This design comes from an exercise in tuning for a short achievable clock period and few clock cycles on the open sky130 flow, not from production work.
Only simulation tests tie the RTL to the original design; equivalence was not proved.
Power and IR drop assume default switching activity.

$ cat flow/config.mk
export PLATFORM = sky130hd
export DESIGN_NAME = multicast_fifo_flow_control
export DESIGN_NICKNAME = multicast_fifo_flow_control
export VERILOG_FILES = /design/flow/design.v
export SDC_FILE = /design/flow/constraint.sdc
export NUM_CORES = 4
export LEC_CHECK = 0
export CAP_MARGIN = 20
export CORE_MARGIN = 2
export CORE_UTILIZATION = 40
export SETUP_SLACK_MARGIN = 4.4
export SLEW_MARGIN = 20
export TNS_END_PERCENT = 10
$ cat flow/design.v
package mcf_pkg;
   localparam int HANDLE_W = 32;
   localparam int ROWS_W = 16;
   localparam int TOTAL_W = 48;
   localparam int USE_W = 4;
   localparam int CNT8_W = 8;
   localparam int CSR_IDX_W = 2;
   localparam int CSR_DATA_W = 16;
   localparam logic [2:0] ACT_PUSH = 3'd0;
   localparam logic [2:0] ACT_PULL = 3'd1;
   localparam logic [2:0] ACT_OPEN_CONS = 3'd2;
   localparam logic [2:0] ACT_CLOSE_CONS = 3'd3;
   localparam logic [2:0] ACT_OPEN_PROD = 3'd4;
   localparam logic [2:0] ACT_CLOSE_PROD = 3'd5;
   localparam logic [1:0] ST_CHUNK = 2'd0;
   localparam logic [1:0] ST_OK = 2'd1;
   localparam logic [1:0] ST_EOS = 2'd2;
   localparam logic [1:0] ST_FULL = 2'd3;
   localparam logic [CSR_IDX_W-1:0] CSR_CONSUMER_COUNT = 2'd0;
   localparam logic [CSR_IDX_W-1:0] CSR_CHUNK_ROWS = 2'd1;
   localparam logic [USE_W-1:0] USE_MAX = 4'd15;
   localparam logic [CNT8_W-1:0] CNT8_MAX = 8'd255;
   typedef struct packed {
      logic [2:0]          action;
      logic [2:0]          consumer;
      logic [HANDLE_W-1:0] chunk_handle;
      logic [ROWS_W-1:0]   row_count;
   } req_type;
   typedef struct packed {
      logic [1:0]          status;
      logic [HANDLE_W-1:0] chunk_handle_out;
      logic                can_accept;
      logic                consumer_ready;
   } rsp_type;
   typedef struct packed {
      logic [HANDLE_W-1:0] handle;
      logic [TOTAL_W-1:0]  offset;
      logic [USE_W-1:0]    use_count;
   } entry_type;
endpackage
module multicast_fifo_flow_control #(
   parameter int MAX_CONSUMERS = 8,
   parameter int DEPTH = 16,
   parameter int SCALE = 16
) (
   input  logic                                clock,
   input  logic                                reset,
   input  logic                                req_valid,
   output logic                                req_stall,
   input  logic [53:0]                         req_data,
   output logic                                rsp_valid,
   input  logic                                rsp_stall,
   output logic [35:0]                         rsp_data,
   input  logic                                csr_valid,
   output logic                                csr_ready,
   input  logic [mcf_pkg::CSR_IDX_W-1:0]       csr_index,
   input  logic [mcf_pkg::CSR_DATA_W-1:0]      csr_data
);
   localparam int FD = 16;    
   function automatic logic [15:0] rotl1(input logic [15:0] x);
      rotl1 = {x[14:0], x[15]};
   endfunction
   function automatic logic [15:0] run_from(input logic [15:0] st,
                                            input logic [15:0] m);
      logic [31:0] g, p;
      g = {m & st, m & st};
      p = {m, m};
      for (int k = 1; k < 32; k = k * 2) begin
         for (int i = 31; i >= k; i--) begin
            g[i] = g[i] | (p[i] & g[i-k]);
            p[i] = p[i] & p[i-k];
         end
      end
      run_from = g[15:0] | g[31:16];
   endfunction
   function automatic logic gt48(input logic [47:0] a, input logic [47:0] b);
      logic [63:0] g, e;
      g = {16'd0, a & ~b};
      e = {16'hffff, ~(a ^ b)};
      for (int w = 32; w >= 1; w = w / 2) begin
         for (int i = 0; i < w; i++) begin
            g[i] = g[2*i+1] | (e[2*i+1] & g[2*i]);
            e[i] = e[2*i+1] & e[2*i];
         end
      end
      gt48 = g[0];
   endfunction
   function automatic logic [47:0] add48(input logic [47:0] a, input logic [47:0] b,
                                         input logic ci);
      logic [47:0] g, p, x;
      x = a ^ b;
      g = a & b;
      p = x;
      g[0] = g[0] | (p[0] & ci);
      for (int k = 1; k < 48; k = k * 2) begin
         for (int i = 47; i >= k; i--) begin
            g[i] = g[i] | (p[i] & g[i-k]);
            p[i] = p[i] & p[i-k];
         end
      end
      add48 = x ^ {g[46:0], ci};
   endfunction
   logic [3:0]  cc;
   logic [15:0] crows;
   logic        recomp;
   logic [3:0]  cc_w;
   logic [7:0]  ccmask;
   logic [3:0]  ccm1, ccm2;    
   assign csr_ready = 1'b1;
   always_comb begin
      cc_w = csr_data[3:0];
      if (cc_w == 4'd0) cc_w = 4'd1;
      if (cc_w > 4'd8) cc_w = 4'd8;
   end
   always_ff @(posedge clock) begin
      if (reset) begin
         ccmask <= 8'h03;
         ccm1 <= 4'd1;
         ccm2 <= 4'd0;
      end else if (csr_valid && csr_index == mcf_pkg::CSR_CONSUMER_COUNT) begin
         for (int j = 0; j < 8; j++) ccmask[j] <= (4'(j) < cc_w);
         ccm1 <= cc_w - 4'd1;
         ccm2 <= (cc_w > 4'd2) ? cc_w - 4'd2 : 4'd0;
      end
   end
   logic        rs;
   logic        acc;
   logic        fix, dirty, v0;
   logic [7:0]  c0oh;
   logic        ok0, a_push, a_pull;
   logic        q_push, q_pull, q_open, q_close, q_oprod, q_cprod;
   logic        q_pull_f, q_close_f, q_push_f;    
   logic [31:0] hd0;
   logic [15:0] rw0;
   logic [2:0]  act;
   logic        rnz, okin;
   assign req_stall = rs;
   assign acc = req_valid && !rs;
   assign act = req_data[53:51];
   assign rnz = (req_data[15:0] != 16'd0);
   assign okin = ({1'b0, req_data[50:48]} < cc);
   always_ff @(posedge clock) begin
      for (int j = 0; j < 8; j++) c0oh[j] <= (req_data[50:48] == 3'(j));
      ok0 <= okin;
      a_push <= (act == mcf_pkg::ACT_PUSH) && rnz;
      a_pull <= (act == mcf_pkg::ACT_PULL);
      hd0 <= req_data[47:16];
      rw0 <= req_data[15:0];
   end
   always_ff @(posedge clock) begin
      if (reset) begin
         v0 <= 1'b0;
         q_push <= 1'b0;
         q_pull <= 1'b0;
         q_open <= 1'b0;
         q_close <= 1'b0;
         q_oprod <= 1'b0;
         q_cprod <= 1'b0;
         q_pull_f <= 1'b0;
         q_close_f <= 1'b0;
         q_push_f <= 1'b0;
      end else begin
         v0 <= acc;
         q_push <= acc && (act == mcf_pkg::ACT_PUSH) && rnz;
         q_pull <= acc && (act == mcf_pkg::ACT_PULL) && okin;
         q_open <= acc && (act == mcf_pkg::ACT_OPEN_CONS) && okin;
         q_close <= acc && (act == mcf_pkg::ACT_CLOSE_CONS) && okin;
         q_oprod <= acc && (act == mcf_pkg::ACT_OPEN_PROD);
         q_cprod <= acc && (act == mcf_pkg::ACT_CLOSE_PROD);
         q_pull_f <= acc && !dirty && (act == mcf_pkg::ACT_PULL) && okin;
         q_close_f <= acc && !dirty && (act == mcf_pkg::ACT_CLOSE_CONS) && okin;
         q_push_f <= acc && !dirty && (act == mcf_pkg::ACT_PUSH) && rnz;
      end
   end
   logic [15:0]  h, t, f0, f1;
   logic         full;
   logic [63:0]  use_r;
   logic [127:0] U;
   logic [7:0]   live, kl;
   logic [63:0]  ocnt;
   logic [3:0]   opc;
   logic [7:0]   opp;
   logic [127:0] ej;
   logic [7:0]   hd, nz, is0, is1;
   logic [15:0]  Uc, e, B, tk, Aset, R1, R2, Rf, F, eA, eB, eF, tn;
   logic         empty, f1h, Ah, allA, allB, allF, noF, tnh;
   logic         hit, kill, push_ok, kl_c;
   logic         selA, selB, selC, gA, gB, gC, gF, keep;
   logic [3:0]   closed;
   logic         closed_f0, closed_f1;
   logic [1:0]   st1;
   logic [15:0]  h_n, t_n, f0_n, f1_n;
   logic         full_n;
   logic [63:0]  use_n;
   logic [127:0] U_n;
   logic [7:0]   live_n, kl_n;
   logic [63:0]  ocnt_n;
   logic [3:0]   opc_n;
   logic [7:0]   opp_n, opp_inc, opp_dec;
   always_comb begin
      for (int j = 0; j < 8; j++) begin
         logic [15:0] u;
         u = U[j*16 +: 16];
         hd[j] = |(u & h);
         nz[j] = |u;
         ej[j*16 +: 16] = (u & ~rotl1(u)) | ((&u) ? h : 16'd0);
         is0[j] = (ocnt[j*8 +: 8] == 8'd0);
         is1[j] = (ocnt[j*8 +: 8] == 8'd1);
      end
      Uc = '0;
      e = '0;
      for (int j = 0; j < 8; j++) begin
         if (c0oh[j]) begin
            Uc = Uc | U[j*16 +: 16];
            e = e | ej[j*16 +: 16];
         end
      end
      kl_c = |(c0oh & kl);
      tnh = |(rotl1(t) & h);
      empty = |(t & h) && !full;
      f1h = |(f1 & h);
      hit = q_pull && |(c0oh & nz);
      kill = q_close && kl_c;
      push_ok = q_push && !full;
      B = (q_pull ? e : 16'd0) | (kill ? Uc : 16'd0);
      closed = (cc > opc) ? (cc - opc) : 4'd0;
      closed_f0 = (opc == 4'd0);
      closed_f1 = (opc[3:1] == 3'd0) || (cc == 4'd1);
      tk = full ? 16'd0 : t;
      Aset = f0 & ~tk;
      R1 = h | run_from(rotl1(h), Aset);
      R2 = run_from(h, f1 & ~tk);
      Rf = run_from(h, Aset);
      allA = &(Aset | h);
      allB = &(f1 & ~tk);
      allF = &Aset;
      Ah = |(Aset & h);
      eA = rotl1(R1) & ~R1;
      eB = rotl1(R2) & ~R2;
      eF = rotl1(Rf) & ~Rf;
      tn = rotl1(t);
      selA = q_pull_f && |(c0oh & hd) && f1h;
      selB = q_close_f && |(c0oh & kl & hd);
      selC = q_push_f && empty && (opc == 4'd0);
      F = (selA ? R1 : 16'd0) | (selB ? R2 : 16'd0) | (selC ? t : 16'd0)
          | (fix ? Rf : 16'd0);
      noF = !(selA || (selB && f1h) || selC || (fix && Ah));
      gA = selA && !allA;
      gB = selB && f1h && !allB;
      gC = selC;
      gF = fix && Ah && !allF;
      keep = !(gA || gB || gC || gF);
      h_n = (gA ? eA : 16'd0) | (gB ? eB : 16'd0) | (gC ? tn : 16'd0)
            | (gF ? eF : 16'd0) | (keep ? h : 16'd0);
      t_n = push_ok ? tn : t;
      full_n = noF && (full || (push_ok && tnh));
      for (int j = 0; j < 8; j++) begin
         logic [15:0] u;
         u = U[j*16 +: 16];
         if (push_ok && live[j]) u = u | t;
         if (q_pull && c0oh[j]) u = u & ~ej[j*16 +: 16];
         if (kill && c0oh[j]) u = 16'd0;
         U_n[j*16 +: 16] = u & ~F;
      end
      for (int s = 0; s < 16; s++) begin
         logic [3:0] u;
         logic       ge2;
         u = use_r[s*4 +: 4];
         ge2 = (u >= ccm2);
         use_n[s*4 +: 4] = u;
         f0_n[s] = f0[s];
         f1_n[s] = f1[s];
         if (push_ok && t[s]) begin
            use_n[s*4 +: 4] = closed;
            f0_n[s] = closed_f0;
            f1_n[s] = closed_f1;
         end else if (B[s]) begin
            use_n[s*4 +: 4] = (u == 4'd15) ? u : u + 4'd1;
            f0_n[s] = f1[s];
            f1_n[s] = ge2;
         end
         if (recomp) begin
            f0_n[s] = (u >= cc);
            f1_n[s] = (u >= ccm1);
         end
      end
      live_n = live;
      if (kill) live_n = live & ~c0oh;
      ocnt_n = ocnt;
      for (int j = 0; j < 8; j++) begin
         logic [7:0] o;
         o = ocnt[j*8 +: 8];
         if (q_open && c0oh[j] && o != 8'd255) ocnt_n[j*8 +: 8] = o + 8'd1;
         if (q_close && c0oh[j] && o != 8'd0) ocnt_n[j*8 +: 8] = o - 8'd1;
         kl_n[j] = live_n[j] && (ocnt_n[j*8 +: 8] == 8'd1);
      end
      opc_n = opc;
      if (q_open && |(c0oh & is0)) opc_n = opc + 4'd1;
      if (q_close && |(c0oh & is1) && opc != 4'd0) opc_n = opc - 4'd1;
      opp_inc = (opp == 8'd255) ? opp : opp + 8'd1;
      opp_dec = (opp == 8'd0) ? opp : opp - 8'd1;
      opp_n = q_oprod ? opp_inc : q_cprod ? opp_dec : opp;
      st1 = mcf_pkg::ST_OK;
      if (a_push && full) st1 = mcf_pkg::ST_FULL;
      if (a_pull) begin
         if (ok0 && |(c0oh & nz)) st1 = mcf_pkg::ST_CHUNK;
         else if (ok0 && opp == 8'd0) st1 = mcf_pkg::ST_EOS;
      end
   end
   always_ff @(posedge clock) begin
      if (reset) begin
         h <= 16'd1;
         t <= 16'd1;
         full <= 1'b0;
         U <= '0;
         live <= '1;
         kl <= '0;
         ocnt <= '0;
         opc <= '0;
         opp <= '0;
      end else begin
         h <= h_n;
         t <= t_n;
         full <= full_n;
         U <= U_n;
         live <= live_n;
         kl <= kl_n;
         ocnt <= ocnt_n;
         opc <= opc_n;
         opp <= opp_n;
      end
   end
   always_ff @(posedge clock) begin
      use_r <= use_n;
      f0 <= f0_n;
      f1 <= f1_n;
   end
   logic         v2, hit2, ok2, push2, kill2;
   logic [1:0]   st2;
   logic [15:0]  e2, t2, rw2;
   logic [31:0]  hd2;
   logic [7:0]   c2oh;
   logic [19:0]  tlo;          
   logic [27:0]  thi;          
   logic         tcy;          
   logic [27:0]  thp1, thm1;   
   logic [14:0]  pa_lo;
   logic [13:0]  pa_hi, pa_hip;
   logic [47:0]  lo_full;
   logic [511:0] hmem;
   logic [319:0] off;          
   logic [15:0]  ofl;          
   logic [31:0]  hsel;
   logic [19:0]  vlo;
   logic         vfl;
   logic [47:0]  vsel;
   logic [15:0]  Uc2;
   logic         crdy2;
   always_ff @(posedge clock) begin
      if (v0) begin
         st2 <= st1;
         hit2 <= hit;
         ok2 <= ok0;
         push2 <= push_ok;
         kill2 <= kill;
         e2 <= e;
         t2 <= t;
         rw2 <= rw0;
         hd2 <= hd0;
         c2oh <= c0oh;
      end
   end
   always_comb begin
      hsel = '0;
      vlo = '0;
      vfl = 1'b0;
      Uc2 = '0;
      for (int s = 0; s < 16; s++) begin
         if (e2[s]) begin
            hsel = hsel | hmem[s*32 +: 32];
            vlo = vlo | off[s*20 +: 20];
            vfl = vfl | ofl[s] | tcy;
         end
      end
      vsel = {vfl ? (tcy ? thi : thm1) : (tcy ? thp1 : thi), vlo};
      for (int j = 0; j < 8; j++)
         if (c2oh[j]) Uc2 = Uc2 | U[j*16 +: 16];
      crdy2 = ok2 && ((opp == 8'd0) || (Uc2 != 16'd0));
      lo_full = add48(48'(tlo), 48'(rw2), 1'b0);
   end
   always_ff @(posedge clock) begin
      if (reset) begin
         tlo <= '0;
         thi <= '0;
         thm1 <= '0;
         tcy <= 1'b0;
      end else begin
         if (tcy) begin
            thi <= thp1;
            thm1 <= thi;
         end
         tcy <= v2 && push2 && lo_full[20];
         if (v2 && push2) tlo <= lo_full[19:0];
      end
   end
   always_ff @(posedge clock) begin
      pa_lo <= {1'b0, thi[13:0]} + 15'd1;
      pa_hi <= thi[27:14];
      pa_hip <= thi[27:14] + 14'd1;
      thp1 <= {pa_lo[14] ? pa_hip : pa_hi, pa_lo[13:0]};
   end
   always_ff @(posedge clock) begin
      for (int s = 0; s < 16; s++) begin
         if (v2 && push2 && t2[s]) begin
            hmem[s*32 +: 32] <= hd2;
            off[s*20 +: 20] <= tlo;
            ofl[s] <= 1'b0;
         end else if (tcy) begin
            ofl[s] <= 1'b1;
         end
      end
   end
   logic        v3, hit3, kill3, crdy3;
   logic [1:0]  st3;
   logic [31:0] hout3;
   logic [47:0] vv3;
   logic [7:0]  c3oh, L3;
   logic [383:0] last;
   logic [7:0]  gh, eh, gl, lh, ll;
   always_ff @(posedge clock) begin
      st3 <= st2;
      hout3 <= hit2 ? hsel : 32'd0;
      crdy3 <= crdy2;
      hit3 <= hit2;
      kill3 <= kill2;
      vv3 <= vsel;
      c3oh <= c2oh;
      L3 <= live & ccmask;
   end
   always_comb begin
      for (int j = 0; j < 8; j++) begin
         gh[j] = gt48(48'(vv3[47:24]), 48'(last[j*48+24 +: 24]));
         lh[j] = gt48(48'(last[j*48+24 +: 24]), 48'(vv3[47:24]));
         eh[j] = (vv3[47:24] == last[j*48+24 +: 24]);
         gl[j] = gt48(48'(vv3[23:0]), 48'(last[j*48 +: 24]));
         ll[j] = gt48(48'(last[j*48 +: 24]), 48'(vv3[23:0]));
      end
   end
   always_ff @(posedge clock) begin
      if (reset) begin
         last <= '0;
      end else if (v3 && hit3) begin
         for (int a = 0; a < 8; a++)
            if (c3oh[a]) last[a*48 +: 48] <= vv3;
      end
   end
   logic        v4, hit4, kill4, crdy4;
   logic [1:0]  st4;
   logic [31:0] hout4;
   logic [47:0] vv4, tot4;
   logic [7:0]  c4oh, L4, gh4, eh4, gl4, lh4, ll4, gtv4, ltv4;
   logic [63:0] G;        
   logic [47:0] fast;
   logic [7:0]  cand;
   logic [47:0] mx;
   always_ff @(posedge clock) begin
      st4 <= st3;
      hout4 <= hout3;
      crdy4 <= crdy3;
      hit4 <= hit3;
      kill4 <= kill3;
      vv4 <= vv3;
      c4oh <= c3oh;
      L4 <= L3;
      gh4 <= gh;
      eh4 <= eh;
      gl4 <= gl;
      lh4 <= lh;
      ll4 <= ll;
      tot4 <= {tcy ? thp1 : thi, tlo};    
   end
   always_comb begin
      gtv4 = gh4 | (eh4 & gl4);
      ltv4 = lh4 | (eh4 & ll4);
      mx = '0;
      for (int m = 0; m < 8; m++) begin
         cand[m] = L4[m];
         for (int j = 0; j < 8; j++)
            if (j != m && L4[j] && G[j*8 + m]) cand[m] = 1'b0;
         if (cand[m]) mx = mx | last[m*48 +: 48];
      end
   end
   always_ff @(posedge clock) begin
      if (reset) begin
         G <= '0;
         fast <= '0;
      end else if (v4) begin
         if (hit4) begin
            for (int a = 0; a < 8; a++) begin
               for (int b = 0; b < 8; b++) begin
                  if (c4oh[a] && !c4oh[b]) G[a*8 + b] <= gtv4[b];
                  if (!c4oh[a] && c4oh[b]) G[a*8 + b] <= ltv4[a];
               end
            end
            if (gt48(vv4, fast)) fast <= vv4;
         end
         if (kill4) fast <= mx;
      end
   end
   logic        crdy5;
   logic [1:0]  st5;
   logic [31:0] hout5;
   logic [47:0] tot5;
   always_ff @(posedge clock) begin
      st5 <= st4;
      hout5 <= hout4;
      crdy5 <= crdy4;
      tot5 <= tot4;
   end
   logic        v5, v6, crdy6, ca6;
   logic [1:0]  st6;
   logic [31:0] hout6;
   logic [23:0] dlo6, dhi6;
   logic [47:0] dl_full, dh_full;
   logic        db6;
   logic [35:0] rsp6;
   always_ff @(posedge clock) begin
      st6 <= st5;
      hout6 <= hout5;
      crdy6 <= crdy5;
      dlo6 <= dl_full[23:0];
      db6 <= !dl_full[24];
      dhi6 <= dh_full[23:0];
   end
   assign dl_full = add48({24'd0, tot5[23:0]}, {24'd0, ~fast[23:0]}, 1'b1);
   assign dh_full = add48({24'd0, tot5[47:24]}, {24'd0, ~fast[47:24]}, 1'b1);
   assign ca6 = (db6 ? (dhi6 == 24'd1) : (dhi6 == 24'd0)) && (dlo6[23:20] == 4'd0)
                && !gt48(48'(dlo6[19:0]), {28'd0, crows, 4'd0});
   assign rsp6 = {st6, hout6, ca6, crdy6};
   logic [FD*36-1:0] fmem;
   logic [4:0]   wp, rp, nacc;
   logic         rsp_valid_ff;
   logic [35:0]  rsp_data_ff;
   logic         xfer;
   logic [4:0]   rp1;
   logic [35:0]  ent0, ent1;
   logic [15:0]  roh, woh;     
   always_comb begin
      rp1 = rp + 5'd1;
      ent0 = '0;
      ent1 = '0;
      for (int k = 0; k < FD; k++) begin
         if (roh[k]) ent0 = ent0 | fmem[k*36 +: 36];
         if (roh[(k + FD - 1) % FD]) ent1 = ent1 | fmem[k*36 +: 36];
      end
      if (rp == wp) ent0 = rsp6;
      if (rp1 == wp) ent1 = rsp6;
   end
   assign xfer = rsp_valid_ff && !rsp_stall;
   always_ff @(posedge clock) begin
      for (int k = 0; k < FD; k++)
         if (v6 && woh[k]) fmem[k*36 +: 36] <= rsp6;
      rsp_data_ff <= xfer ? ent1 : ent0;
   end
   assign rsp_valid = rsp_valid_ff;
   assign rsp_data = rsp_data_ff;
   always_ff @(posedge clock) begin
      if (reset) begin
         cc <= 4'd2;
         crows <= 16'd4096;
         recomp <= 1'b0;
         dirty <= 1'b0;
         fix <= 1'b0;
         v2 <= 1'b0;
         v3 <= 1'b0;
         v4 <= 1'b0;
         v5 <= 1'b0;
         v6 <= 1'b0;
         rs <= 1'b0;
         wp <= '0;
         rp <= '0;
         woh <= 16'd1;
         roh <= 16'd1;
         nacc <= '0;
         rsp_valid_ff <= 1'b0;
      end else begin
         recomp <= 1'b0;
         if (csr_valid) begin
            if (csr_index == mcf_pkg::CSR_CONSUMER_COUNT) begin
               cc <= cc_w;
               recomp <= 1'b1;
            end else if (csr_index == mcf_pkg::CSR_CHUNK_ROWS) begin
               crows <= csr_data;
            end
         end
         if (csr_valid && csr_index == mcf_pkg::CSR_CONSUMER_COUNT
             && (!(|(t & h)) || full))
            dirty <= 1'b1;
         else if (v0)
            dirty <= 1'b0;
         fix <= v0 && dirty;
         v2 <= (v0 && !dirty) || fix;
         v3 <= v2;
         v4 <= v3;
         v5 <= v4;
         v6 <= v5;
         rs <= ((nacc - rp) >= 5'(FD - 1)) || (acc && dirty);
         if (v6) begin
            wp <= wp + 5'd1;
            woh <= rotl1(woh);
         end
         if (xfer) begin
            rp <= rp1;
            roh <= rotl1(roh);
         end
         rsp_valid_ff <= ((xfer ? rp1 : rp) != (v6 ? wp + 5'd1 : wp));
         if (acc) nacc <= nacc + 5'd1;
      end
   end
endmodule
$ cat flow/constraint.sdc
create_clock -name core_clock -period 7.0 [get_ports {clock}]
set_input_delay 1.4000 -clock core_clock [delete_from_list [all_inputs] [get_ports {clock}]]
set_output_delay 1.4000 -clock core_clock [all_outputs]
set_load 0.01 [all_outputs]
$ cat flow/run.sh
#!/bin/bash
# synth_recipe.tcl (not shown) runs the flow's synth.tcl, then flattens the netlist and writes it again
# the make line also repeats each setting of config.mk as NAME=value (left out here)
make -C /OpenROAD-flow-scripts/flow DESIGN_CONFIG=/design/flow/config.mk WORK_HOME=/design/flow/orfs CLKGATE_MAP_FILE= SYNTH_SCRIPT=/design/flow/synth_recipe.tcl finish
==> results of run 1 <==
## flip-flops by register name (all words and copies together), names as in the netlist, 32 cells and up
register	count
rsp_data_ff	36
vv4	48
hmem	512
ocnt	64
last	384
hout4	32
off	320
fast	48
use_r	64
hout3	32
U	128
tot5	48
vv3	48
G	56
tot4	48
fmem	576
hout6	32
hd2	32
hout5	32
hd0	32
## layer usage
layer | up-vias | global-route usage | part of all wire
li1 | 53014 | - | -
met1 | 59817 | 0.377 | 0.40
met2 | 7304 | 0.440 | 0.44
met3 | 1884 | 0.0678 | 0.11
met4 | 22 | 0.144 | 0.059
met5 | - | 0 | 0.00035
## timing repair
action                     4_1_cts  5_1_grt
pin swaps                      148      252
gates resized for setup        831      686
setup endpoints to repair     1178     1633
buffers inserted               175      240
gates cloned                    19       23
## stage by stage
step / cells / setup slack (ps) / instance area (µm²) / hold WS [ps]
floorplan: 13863 / 4250 / 150000 / 310
global placement: 18352 / 2880 / 157000 / 311
detailed placement: 18354 / 2890 / 157000 / 312
CTS: 19182 / 4040 / 173000 / 317
global route: 19449 / 3830 / 179000 / 327
finish: 19461 / 3850 / 179000 / 319
## cells in the mapped netlist (31+ instances only)
cell,count,share of area
nor3_1,85,0.0028
o21ai_0,447,0.015
a22o_1,438,0.026
o211ai_1,163,0.0081
nand2b_1,125,0.0052
nand4_1,419,0.017
o21bai_1,42,0.0021
nor4_1,118,0.0049
a221oi_1,456,0.027
and2_1,114,0.0047
o21a_1,122,0.0061
a31oi_1,49,0.0020
a2111oi_2,96,0.0096
a2111oi_0,31,0.0018
a22oi_1,438,0.022
dfxtp_1,1559,0.21
xnor2_1,131,0.0076
nand3_1,230,0.0077
or2_2,38,0.0016
and3_1,143,0.0060
a211oi_1,120,0.0060
ha_1,1204,0.10
inv_1,620,0.015
clkbuf_1,732,0.018
buf_2,35,0.0012
mux2i_1,64,0.0043
xor2_1,75,0.0044
nor2_1,488,0.012
nor2b_1,93,0.0039
a21oi_1,1091,0.036
mux2_2,39,0.0029
a21o_1,414,0.021
and4_1,38,0.0022
edfxtp_1,1598,0.32
o2bb2ai_1,99,0.0058
buf_1,97,0.0024
nand2_1,1386,0.035
a41oi_1,32,0.0019
## power breakdown
part           total (mW)  switching [mW]  leakage (nW)  internal (mW)
logic                1.53            1.02          32.3          0.508
registers            19.8           0.283          27.3           19.6
clock network        18.7            7.90          5.58           10.8
total                40.0            9.20          65.3           30.8
## cell usage in the layout, fill, tap and decap left out, types with 366 or more instances in the layout
cell       synthesis  final
a21oi_1         1091   1067
nand4_1          419    419
nand2_1         1386   1361
a21o_1           414    414
o21ai_0          447    369
a22oi_1          438    432
buf_4              2    509
nor2_1           488    473
dfxtp_1         1559   1310
ha_1            1204   1159
a221oi_1         456    420
a22o_1           438    437
clkbuf_16          0    366
inv_1            620    580
edfxtp_1        1598   1598
## cells by family after synthesis
family,synth area share
AO/OA/AOI/OAI,0.205
AND/OR/NAND/NOR,0.110
flip-flops,0.527
buffers and inverters,0.0379
adder cells (fa/ha/maj),0.101
XOR/XNOR,0.0120
multiplexers,0.00718
other,0.0000249
## worst paths after layout
check	from	to	slack, ps	depth (start not counted)
setup / recovery	h[0]	h[8]	3850	15
hold / removal	tot4[33]	tot5[33]	320	0
setup reg to reg	h[0]	h[8]	3850	15
hold reg to reg	tot4[33]	tot5[33]	320	0
## cell type report
type / count / area, µm²
fill: 33692 / 196000
sequential: 3157 / 79800
multi-input combinational: 9225 / 70400
clock buffer: 480 / 9680
timing repair buffer: 814 / 8220
tap: 4994 / 6250
inverter: 621 / 2440
clock inverter: 154 / 1810
antenna: 15 / 37.5
timing repair inverter: 1 / 7.51
==> reports/results.tsv, run 1 <==
metric	value	unit
setup_viol	0	
critPathBufInv	8	
grt_max_degree	186	
path_class	reg2reg	
cts_tree	yes	
total_power	40.0	mW
hold_viol_final	0	
synth-seq-cells	3157	
cp.required	7900	ps
worst_pin_slew	1310	ps
rsz0062_at_grt	yes	
grt_pass1_wl	810000	µm
leakage	65.3	nW
tns	0	ps
syn-mean-instance-area	10.8	µm²
htreeDepth	5	
worst_path_max_delay_cell	dfxtp_4	
yosysUniqueCellTypes	110	
path_cells	buf_12, buf_4, a221oi_2, and4_4, o22ai_4, buf_4, buf_6, nor4_4, buf_6, buf_12, buf_8, nor4_4, clkbuf_4, a41oi_1, a41oi_1	
fin_worst_skew	48.4	ps
path_delay_family	buffers and inverters	
dr.pass1.iters	9	
floorplan.initialDensity	0.401	
peakVddDrop	222	µV
syn_to_final_growth	18.8	%
routedWlPerCell	29.6	µm
worst-path-max-fanout	6	
die_area	381000	µm²
root_buffer	clkbuf_16	
first_global_vias	114129	
detail_route.iter0.violations	16441	
syn-num-nets	15151	
clkLatencyLatePin	990	ps
period_share	0.450	
chipHeight	617	µm
antenna_left	0	
die_w	617	µm
yosysWarnings	1	
yosysSeqAreaShare	0.527	
synthArstFlopShare	0	
cp-end-kind	flip-flop	
fin_crit	3150	ps
grtUsageTotal	0.286	
cap_violations	0	
portBuffers	114	
clk_pin_slew	60	ps
drive_above_1_share	0.161	
cp_slowest_stage_delay	510	ps
design.core.area	375000	µm²
boundaryPins	116	
outcome	no timing/DRC/antenna violations	
synthCells	13863	
via_per_inst	6.27	
synth_edf_count	1598	
numCtsBuffers	343	
cts_buffer_depth	4	
start_kind	flip-flop	
grt_overflow	0	
synth_ff_type	edfxtp_1	
vias	122041	
worstPathArrival	4050	ps
cts_hold_buf	0	
routed_wl	577000	µm
final_util	0.476	
gp_congestion	1.04	
clkSinkCount	3157	
antenna_found_initial	35	
drc_errors	0	
fp-row-count	225	
slew_headroom	0.125	
power_density	224	nW/µm²
fmax	318	MHz
slew_viol_final	0	
hpwl	349000	µm
final_nets	15451	
netlist_area	150000	µm²
hold_path.class	reg2reg	
Testbench counts, summed over its fixed seeds: cycles 3,256.
==> run 2, diff against run 1 <==
--- a/flow/design.v
+++ b/flow/design.v
@@ -204,5 +204,5 @@
          hd[j] = |(u & h);
          nz[j] = |u;
-         ej[j*16 +: 16] = (u & ~rotl1(u)) | ((&u) ? h : 16'd0);
+         ej[j*16 +: 16] = u & (~rotl1(u) | t);
          is0[j] = (ocnt[j*8 +: 8] == 8'd0);
          is1[j] = (ocnt[j*8 +: 8] == 8'd1);
@@ -231,5 +231,5 @@
       R1 = h | run_from(rotl1(h), Aset);
       R2 = run_from(h, f1 & ~tk);
-      Rf = run_from(h, Aset);
+      Rf = R1;    
       allA = &(Aset | h);
       allB = &(f1 & ~tk);
@@ -238,11 +238,10 @@
       eA = rotl1(R1) & ~R1;
       eB = rotl1(R2) & ~R2;
-      eF = rotl1(Rf) & ~Rf;
+      eF = eA;
       tn = rotl1(t);
       selA = q_pull_f && |(c0oh & hd) && f1h;
       selB = q_close_f && |(c0oh & kl & hd);
       selC = q_push_f && empty && (opc == 4'd0);
-      F = (selA ? R1 : 16'd0) | (selB ? R2 : 16'd0) | (selC ? t : 16'd0)
-          | (fix ? Rf : 16'd0);
+      F = ((selA || (fix && Ah)) ? R1 : 16'd0) | (selB ? R2 : 16'd0) | (selC ? t : 16'd0);
       noF = !(selA || (selB && f1h) || selC || (fix && Ah));
       gA = selA && !allA;
==> run 2 against run 1 <==
Sequential power about the same; final cell count down 0.90%; die area decreased by 1.5%; global-route usage is 0.99 points lower; clock-buffer cell count up 5; combinational power rose by 5%; clock power is 3% higher; largest power group unchanged; highest routed layer unchanged.
==> reports/results.tsv, run 2 <==
metric	value	unit	change
grtUsageTotal	0.277		-0.00989
final_nets	15255		-1.3%
syn_to_final_growth	18.3	%	
path_class	reg2reg		
first_global_vias	109323		-4.2%
hpwl	336000	µm	-3.6%
synthTopCellsByArea	edfxtp_1 32%, dfxtp_1 21%, ha_1 10%		
detail_route.iter0.violations	12785		-22%
yosysMostFrequentCell	edfxtp_1		
cts_buffer_depth	4		unchanged
fmax	318	MHz	about the same
root_buffer	clkbuf_16		
stdcell_count	19286		-0.90%
synth_common_cells	1,598 x edfxtp_1, 1,559 x dfxtp_1, 1,432 x nand2_1, 1,196 x ha_1, 1,100 x a21oi_1		
syn-num-nets	14971		-1.2%
floorplan.initialDensity	0.402		+0.000651
cts_tree	yes		
outcome	no timing/DRC/antenna violations		
antenna_left	0		unchanged
boundaryPins	116		unchanged
tns	0	ps	unchanged
hold_path.class	reg2reg		
gp_congestion	1.06		+2.0%
netlist_area	148000	µm²	-1.5%
design.core.area	369000	µm²	-1.7%
leakage	64.4	nW	-1.3%
slew_headroom	0.193		+0.0675
layout_commonest_cell	edfxtp_1		
routedWlPerCell	28.2	µm	-4.8%
numCtsBuffers	345		+0.58%
pwr-share-clk	0.472		+0.006
yosysTopAreaCell	edfxtp_1		
cp-end-kind	flip-flop		
chipHeight	612	µm	-0.77%
grt_overflow	0		unchanged
worst-path-max-fanout	7		+1
slew_viol_final	0		unchanged
peakVddDrop	225	µV	+1.7%
synth_top_area_frac	0.324		+0.00502
clkLatencyLatePin	960	ps	-30 ps
drc_errors	0		unchanged
swShare	0.227		-0.00307
yosysUniqueCellTypes	90		-18%
fin_worst_skew	90.3	ps	+41.9 ps
period_share	0.449		about the same
dr.pass1.iters	7		-2
synthCells	13691		-1.2%
synth-seq-cells	3157		unchanged
worstPathArrival	3760	ps	-290 ps
antenna_found_initial	39		+11%
p_switching	9.21	mW	+0.15%
cap_violations	0		unchanged
mostFrequentLayoutCells	1,598 x edfxtp_1, 1,417 x dfxtp_1, 1,391 x nand2_1		
synth_edf_count	1598		unchanged
synth_ff_type	edfxtp_1		
worst_pin_slew	1210	ps	-99.5 ps
start_kind	flip-flop		
via_per_inst	6.07		-3.3%
min-delay-start	pa_lo[0]		
yosysSeqAreaShare	0.535		+0.00828
die_w	612	µm	-0.77%
cts_hold_buf	0		unchanged
crit_start	U[55]		
r2r-start	U[55]		
grt_pass1_wl	771000	µm	-4.7%
power_density	232	nW/µm²	+3.6%
setup_viol	0		unchanged
syn-mean-instance-area	10.8	µm²	-0.31%
portBuffers	114		unchanged
top_regs	fmem: 576 flops, hmem: 512 flops, last: 384 flops		
top_register	fmem		
largest_reg_flops	576		unchanged
final_util	0.475		-0.00129
vias	117005		-4.1%
finalInstanceArea	175000	µm²	-2.0%
p_int	31.4	mW	+1.9%
yosysWarnings	1		unchanged
die_area	375000	µm²	-1.5%
clkSinkCount	3157		unchanged
power_frac_seq	0.488		-0.008
synthArstFlopShare	0		unchanged
placed_cells	18200		-0.84%
fp-row-count	223		-0.89%
routed_wl	544000	µm	-5.7%
htreeDepth	5		unchanged
cp.required	7610	ps	-290 ps
grt_max_degree	175		-5.9%
fin_crit	3150	ps	-1.50 ps
placed_area	155000	µm²	-1.4%
clk_pin_slew	60	ps	about the same
drive_above_1_share	0.145		-0.0156
combPwrFrac	0.040		+0.002
rsz0062_at_grt	yes		
hold_viol_final	0		unchanged
total_power	40.6	mW	+1.5%
## run 2: cell types whose count changed after synthesis, moves of 54 or more
| cell | change |
|---|---|
| nor2b_1 | +117 |
| nand3_1 | -60 |
| nand4_1 | -156 |
| nand3b_1 | +65 |
| a31oi_1 | +64 |
| o2bb2ai_1 | -99 |
| clkbuf_1 | -57 |
| o21ai_0 | +54 |
| a2111oi_2 | -90 |
## run 2: per-layer routing
| metal | global-route usage | wire length, µm | up-vias |
|---|---|---|---|
| li1 | - | - | 51925 |
| met1 | 0.373 | 223000 | 57612 |
| met2 | 0.426 | 239000 | 6109 |
| met3 | 0.0494 | 51600 | 1345 |
| met4 | 0.137 | 30900 | 14 |
| met5 | 0 | 80 | - |
## run 2: power groups by stage
stage	clock, mW	sequential (mW)	combinational [mW]
5_1_grt	20.1	19.9	1.71
3_3_place_gp	0	20.2	1.29
6_report	19.2	19.8	1.61
4_1_cts	19.4	19.8	1.44
3_5_place_dp	0	20.2	1.30
2_1_floorplan	0	20.1	0.757
## run 2: layout make-up
cell class	instances	area [µm²]
inverters	640	2560
well taps	4950	6190
multi-input cells	9085	67500
flip-flops and latches	3157	79500
fillers	33317	194000
repair buffers	746	7280
diodes	69	173
clock inverters	154	1820
clock buffers	485	10100
## run 2: cells by family (layout without fill, tap and decap cells)
family          Yosys count  in the layout  share of synthesized area
compound gates         4233           4235                      0.198
simple gates           3315           3319                      0.107
flops                  3157           3157                      0.535
buf+inv                1455           2025                     0.0373
fa+ha+maj              1203           1203                      0.102
xor+xnor                212            212                     0.0125
mux                     115            115                    0.00811
other cells               1             70                  0.0000253
## run 2: worst paths after layout
kind,end,slack (ps),cells past startpoint
worst max-delay path,use_r[33],3850,6
worst min-delay path,thp1[0],310,0
worst max register to register,use_r[33],3850,6
worst min register to register,thp1[0],310,0
## run 2: per-stage QoR
stage	hold WS [ps]	setup slack [ps]
after floorplan	310	4180
after CTS	317	4070
final	313	3850
after detailed placement	312	2800
after global routing	330	3940
after global placement	310	2730
## run 2: what timing repair did
action / 4_1_cts / 5_1_grt
buffers inserted: 145 / 208
endpoints found under the setup margin: 979 / 1300
cloned: 17 / 8
resized for setup: 773 / 540
pin swaps: 161 / 210
## run 2: worst max-delay path: stages, from the launching register on
cell and delay [ps]:
dfxtp_1 680, o22a_1 270, o221ai_1 230, nor3_1 630, o21ai_0 410, a21oi_2 410, a41oi_1 180
Testbench counts of run 2, summed over its fixed seeds: cycles 3,256.
==> run 3, diff against run 2 <==
--- a/flow/config.mk
+++ b/flow/config.mk
@@ -6,8 +6,8 @@
 export NUM_CORES = 4
 export LEC_CHECK = 0
-export CAP_MARGIN = 20
+export CAP_MARGIN = 50
 export CORE_MARGIN = 2
 export CORE_UTILIZATION = 40
 export SETUP_SLACK_MARGIN = 4.4
-export SLEW_MARGIN = 20
+export SLEW_MARGIN = 50
 export TNS_END_PERCENT = 10
==> run 3 against run 2 <==
Still clean; register-to-register slack got worse by 110 ps; final cell count decreased by 0.95%; sequential cell count unchanged; clock-buffer cell count decreased by 18; global-route usage decreased by 0.19 points; area after synthesis unchanged; first-iteration DRC count increased by 4.4%; clock power decreased by 4%; combinational power decreased by 4%; non-clock buffer count decreased by 180; final area decreased by 2.0%.
==> reports/results.tsv, run 3 <==
metric	value	unit	change
fp-row-count	223		unchanged
syn-num-nets	14971		unchanged
floorplan.initialDensity	0.402		unchanged
detail_route.iter0.violations	13347		+4.4%
hpwl	338000	µm	+0.74%
cp-end-kind	flip-flop		
die_w	612	µm	unchanged
min_path_cells	0		unchanged
vias	115833		-1.0%
syn-mean-instance-area	10.8	µm²	unchanged
period_share	0.465		+0.0153
yosysTopAreaCell	edfxtp_1		
hold_path.class	reg2reg		
yosysMostFrequentCell	edfxtp_1		
routedWlPerCell	28.1	µm	-0.35%
clkLatencyLatePin	960	ps	about the same
boundaryPins	116		unchanged
grtUsageTotal	0.275		-0.00188
post-place-ws	3010	ps	+204 ps
chipHeight	612	µm	unchanged
drive_above_1_share	0.117		-0.0284
synth_top_area_frac	0.324		unchanged
worstPathArrival	4110	ps	+350 ps
fillers	33756		+1.3%
holdWs	312	ps	-0.466 ps
antenna_left	0		unchanged
cts_hold_buf	0		unchanged
gp_congestion	1.06		unchanged
routed_wl	537000	µm	-1.3%
min-delay-start	crdy3		
rrSetupSlack	3750	ps	-110 ps
rsz0062_at_grt	yes		
finalInstanceArea	172000	µm²	-2.0%
outcome	no timing/DRC/antenna violations		
power_density	232	nW/µm²	about the same
antenna_found_initial	35		-10%
r2r-start	h[12]		
path_class	reg2reg		
peakVddDrop	189	µV	-16%
yosysWarnings	1		unchanged
mostFrequentLayoutCells	1,598 x edfxtp_1, 1,430 x dfxtp_1, 1,395 x nand2_1		
final_nets	15070		-1.2%
yosysUniqueCellTypes	90		unchanged
start_kind	flip-flop		
worst-path-max-fanout	12		+5
top_register	fmem		
fin_crit	3250	ps	+107 ps
r2r-end	h[8]		
synth-seq-cells	3157		unchanged
yosysSeqAreaShare	0.535		unchanged
portBuffers	114		unchanged
clkSinkCount	3157		unchanged
netlist_area	148000	µm²	unchanged
cts_buffer_depth	4		unchanged
cap_violations	0		unchanged
tns	0	ps	unchanged
worst_pin_slew	874	ps	-337 ps
reg2reg_depth	12		+6
drc_errors	0		unchanged
synth_ff_type	edfxtp_1		
synth_common_cells	1,598 x edfxtp_1, 1,559 x dfxtp_1, 1,432 x nand2_1, 1,196 x ha_1, 1,100 x a21oi_1		
design.core.area	369000	µm²	unchanged
die_area	375000	µm²	unchanged
slew_viol_final	0		unchanged
grt_max_degree	108		-38%
slew_headroom	0.417		+0.224
via_per_inst	6.06		about the same
synthCells	13691		unchanged
numCtsBuffers	344		-0.29%
dr.pass1.iters	6		-1
leakage	63.2	nW	-2.0%
largest_reg_flops	576		unchanged
setup_viol	0		unchanged
layout_commonest_cell	edfxtp_1		
fmax	307	MHz	-3.3%
syn_to_final_growth	16.0	%	
worst_slack	3750	ps	-107 ps
synthTopCellsByArea	edfxtp_1 32%, dfxtp_1 21%, ha_1 10%		
grt_overflow	0		unchanged
cp.required	7860	ps	+250 ps
first_global_vias	108888		-0.40%
clk_pin_slew	60	ps	about the same
synth_edf_count	1598		unchanged
htreeDepth	5		unchanged
top_regs	fmem: 576 flops, hmem: 512 flops, last: 384 flops		
root_buffer	clkbuf_16		
hold_viol_final	0		unchanged
cts_tree	yes		
final_util	0.466		-0.00931
grt_pass1_wl	765000	µm	-0.76%
synthArstFlopShare	0		unchanged
placed_area	155000	µm²	+0.46%
min_to	crdy4		
fin_worst_skew	81.9	ps	-8.36 ps
==> run 3: cell count changes in the layout (fill, tap and decap cells not counted), sizes merged, moves of 12 or more <==
cell	delta
clkinvlp	-12
inv	+15
dlygate4sd2	+27
buf	-204
clkinv	+23
clkbuf	-12
==> run 3: area by class of cell <==
type / count / area (µm²) / area share
Multi-Input combinational cell: 9081 / 65800 / 0.384
Clock inverter: 172 / 1740 / 0.0101
Tap cell: 4950 / 6190 / 0.0361
Timing Repair Buffer: 566 / 6100 / 0.0355
Sequential cell: 3157 / 79500 / 0.463
Inverter: 640 / 2500 / 0.0146
Clock buffer: 467 / 9640 / 0.0562
Antenna cell: 70 / 175 / 0.00102
==> run 3: stage by stage <==
| stage | power [mW] | std cells |
|---|---|---|
| after global placement | 21.5 | 18199 |
| after detailed placement | 21.6 | 18222 |
| after CTS | 40.0 | 18958 |
| final | 39.9 | 19103 |
| after floorplan | 20.9 | 13691 |
| after global routing | 40.9 | 19056 |
==> run 3: repair_timing <==
action,in CTS,in global routing
pin swaps,97,71
resized for setup,480,264
setup endpoints to repair,529,686
gates cloned,21,9
setup buffers,76,59
==> run 3: worst max path at each step <==
stage | endpoint | slack [ps] | start | cells after the start
3_3_place_gp | U[93] | 2730 | full | 8
2_1_floorplan | tlo[18] | 4180 | tlo[1] | 11
3_5_place_dp | fast[15] | 3010 | fast[29] | 12
6_report | h[8] | 3750 | h[12] | 12
4_1_cts | h[1] | 3960 | h[5] | 12
5_1_grt | h[11] | 3750 | h[3] | 12
==> run 3: cell families after synthesis <==
logic type | after synthesis | share of synthesized area
AOI/OAI and AO/OA | 4233 | 0.198
xor gates and xnor gates | 212 | 0.0125
adders and majority gates | 1203 | 0.102
buffers and inverters | 1455 | 0.0373
DFF | 3157 | 0.535
muxes | 115 | 0.00811
other | 1 | 0.0000253
and+or+nand+nor | 3315 | 0.107
==> run 3: per-layer routing <==
| layer | wire (µm) | GRT usage |
|---|---|---|
| met5 | 138 | 0 |
| met2 | 235000 | 0.424 |
| met4 | 31300 | 0.136 |
| met3 | 50600 | 0.0485 |
| met1 | 220000 | 0.371 |
==> run 3: critical path, stage by stage, from the launching register on <==
cell             delay, ps
dfxtp_2                550
buf_4                  350
a22oi_1                140
nand4_1                130
nor3_1                  50
buf_4                  170
nor2b_1                130
o41a_1                 400
buf_4                  190
a22oi_2                 90
clkdlybuf4s15_2        310
or3_1                  440
a41oi_2                200
==> run 3: where the power goes <==
group	switching [mW]	leakage, nW	internal (mW)	total [mW]
combinational	0.993	30.3	0.553	1.55
sequential	0.271	27.3	19.6	19.8
clock	7.83	5.57	10.6	18.5

## static timing again, ports no longer ideal
The results above use ideal ports. As a check the final layouts listed here were re-extracted and re-timed, cells and wires unchanged.
Step 1: set_driving_cell puts a clkbuf_16 on clock and a buf_2 on each other input, an assumption about the parent block.
Step 2 times the ports against the registers' clock, not the clock port: input delays grow and output delays shrink by t, the midpoint of the rising clock arrivals with the driver on.
a / b / c = ideal / step 1 / step 2; a / b = the first two.
run	t (ns)	setup slack, ns	worst hold slack (ns)	worst setup path at the end
run 1	1.071	3.853 / 3.853 / 3.014	0.319 / 0.319 / 0.319	input to register
run 2	1.036	3.854 / 3.854 / 3.287	0.313 / 0.313 / 0.313	input to register
run 3	1.031	3.747 / 3.747 / 3.358	0.312 / 0.312 / 0.312	input to register
After both steps every run listed still meets setup and hold. For run 1, which loses most, drivers alone change the setup slack by 0.000 ns; drivers and shift together by -0.839 ns.
